Source: an optimization exercise on an open RTL-to-GDS flow (aim: small area, a short achievable clock period and few clock cycles per item). Production flows keep margins and buffers that such runs may drop.
The RTL was checked by simulation tests, not by an equivalence proof against the original design.
Power is estimated from default activity; no workload was simulated.

==> flow/design.v (excerpt) <==
module multicycle_processor #(
    parameter int                DATA_W   = 32,
    parameter int                NUM_REGS = 16,
    parameter int                ADDR_W   = 32,
    parameter logic [ADDR_W-1:0] RESET_PC = '0
) (
    input  logic                   clk,
    input  logic                   reset,
    output logic                   imem_req,
    output logic [ADDR_W-1:0]      imem_addr,
    input  logic                   imem_ack,
    input  logic [31:0]            imem_rdata,
    output logic                   dmem_req,
    output logic                   dmem_we,
    output logic [ADDR_W-1:0]      dmem_addr,
    output logic [DATA_W-1:0]      dmem_wdata,
    input  logic                   dmem_ack,
    input  logic [DATA_W-1:0]      dmem_rdata,
    output logic                   retire,
    output logic                   halted
);
    typedef logic [DATA_W-1:0] word_t;
    logic              run_q;                  
    logic [ADDR_W-1:0] fa_q, fa_d;             
    logic              retire_q, retire_d;
    logic              halted_q, halted_d;
    logic              z_q, z_d, n_q, n_d;
    logic              ev_q, ev_d;
    logic [31:0]       ir_q, ir_d;
    logic [3:0]        ra_q, ra_d;             
    logic [3:0]        rb_q, rb_d;             
    logic [15:0]       sa_q, sb_q;             
    logic [15:0]       rv_n;
    logic              pred_q, pred_d;         
    logic [ADDR_W-1:0] alt_q, alt_d;           
    logic              xv_q, xv_d;
    logic              xalu_q, xld_q, xst_q, xwen_q;
    logic [1:0]        xarg_q;
  ...
clock: 9.0 ns
lec_check: 0
abc_area: 1
abc_clock_period_in_ps: 3500
cap_margin: 20
core_margin: 2
core_utilization: 35
setup_slack_margin: 5
slew_margin: 20
run.sh (not shown) runs the stock make flow with config.mk's settings and CLKGATE_MAP_FILE= SYNTH_SCRIPT=/design/flow/synth_recipe.tcl, a recipe that flattens the netlist after the stock synthesis.
Testbench counts at the start, summed over its fixed seeds: cycles 77,176, instructions 72,675.
Edit:
--- a/flow/config.mk
+++ b/flow/config.mk
@@ -6,9 +6,10 @@
 export NUM_CORES = 4
 export LEC_CHECK = 0
-export ABC_AREA = 1
 export ABC_CLOCK_PERIOD_IN_PS = 3500
 export CAP_MARGIN = 20
 export CORE_MARGIN = 2
 export CORE_UTILIZATION = 35
+export CTS_CLUSTER_DIAMETER = 60
+export CTS_CLUSTER_SIZE = 24
 export SETUP_SLACK_MARGIN = 5
 export SLEW_MARGIN = 20
- The new run went through all stages and came out clean
- total power rises by about a fifth
- global-route usage falls by 0.32 points
- routed wire length falls by a few percent
- non-clock buffer count rises by 42
- worst setup slack is worse by 59 ps
- first-iteration DRC count falls by a few percent
- via count falls by roughly a tenth
Edit:
--- a/flow/config.mk
+++ b/flow/config.mk
@@ -10,6 +10,5 @@
 export CORE_MARGIN = 2
 export CORE_UTILIZATION = 35
-export CTS_CLUSTER_DIAMETER = 60
-export CTS_CLUSTER_SIZE = 24
+export CTS_BUF_LIST = sky130_fd_sc_hd__clkbuf_8
 export SETUP_SLACK_MARGIN = 5
 export SLEW_MARGIN = 20
After rerunning: Wire length barely changes; synthesized cell count stays the same; global-route usage rises by 0.23 points; worst setup slack is better by 70 ps; final area came out lower by about 0.36%.
Edit:
==> flow/flow/run.sh (new file) <==
#!/bin/bash
# The standard layout (standard.sh, all steps, the standard synthesis
# unchanged), except that the ports are buffered with the smallest buffer
# instead of the one buffer_ports picks by itself; timing repair resizes them
# where a path needs it.
set -euo pipefail
bash standard.sh "BUFFER_PORTS_ARGS=-buffer_cell sky130_fd_sc_hd__buf_1" finish > standard_flow.log 2>&1
==> flow/standard.sh (new file) <==
#!/bin/bash
# synth_recipe.tcl (not shown) runs the flow's synth.tcl, then flattens the netlist and writes it again
# the make line also repeats each setting of config.mk as NAME=value (left out here)
make -C /OpenROAD-flow-scripts/flow DESIGN_CONFIG=/design/flow/config.mk WORK_HOME=/design/flow/orfs CLKGATE_MAP_FILE= SYNTH_SCRIPT=/design/flow/synth_recipe.tcl "${@:-finish}"
--- a/flow/config.mk
+++ b/flow/config.mk
@@ -10,5 +10,4 @@
 export CORE_MARGIN = 2
 export CORE_UTILIZATION = 35
-export CTS_BUF_LIST = sky130_fd_sc_hd__clkbuf_8
 export SETUP_SLACK_MARGIN = 5
 export SLEW_MARGIN = 20
removed: flow/run.sh
Effect: Utilization falls by 1.0 points; combinational power falls by 5.2%; worst setup slack gets better by 44 ps; non-clock buffer count falls by 23; total power rises by 0.68%; cell area falls by 2.5%; wire length falls by 1.4%; via count falls by 1.1%; count of clock-buffer cells in the layout falls by 17.

separate check: timing with driven ports:
In the flow no input, the clock included, has a driving cell. The finished layouts below were timed again as built, in two steps.
Step 1, drivers: a clkbuf_16 drives clk and a buf_2 each remaining input, both assumed.
Step 2 adds t to the input delays and takes it off the output delays; t is the mean of the earliest and latest rising clock arrival at the registers after step 1. Input paths then give back, and output paths get back, about the clock's delay inside the block.
a / b / c = no drivers / after step 1 / after step 2; a / b = the first two.
run	shift t [ns]	setup slack, ns	worst register clock-pin slew, ns	pins driven straight from the clock port
the first run	0.726	4.964 / 4.964 / 4.357	0.07 / 0.07	1
the second run	0.740	4.905 / 4.905 / 4.461	0.09 / 0.09	1
the third run	0.822	4.975 / 4.975 / 4.301	0.08 / 0.08	1
the fourth run	0.720	5.019 / 5.019 / 4.474	0.07 / 0.07	1
After both steps setup and hold are still met in every run listed. For the third run, which loses most, drivers alone change the setup slack by 0.000 ns; drivers and shift together by -0.674 ns.
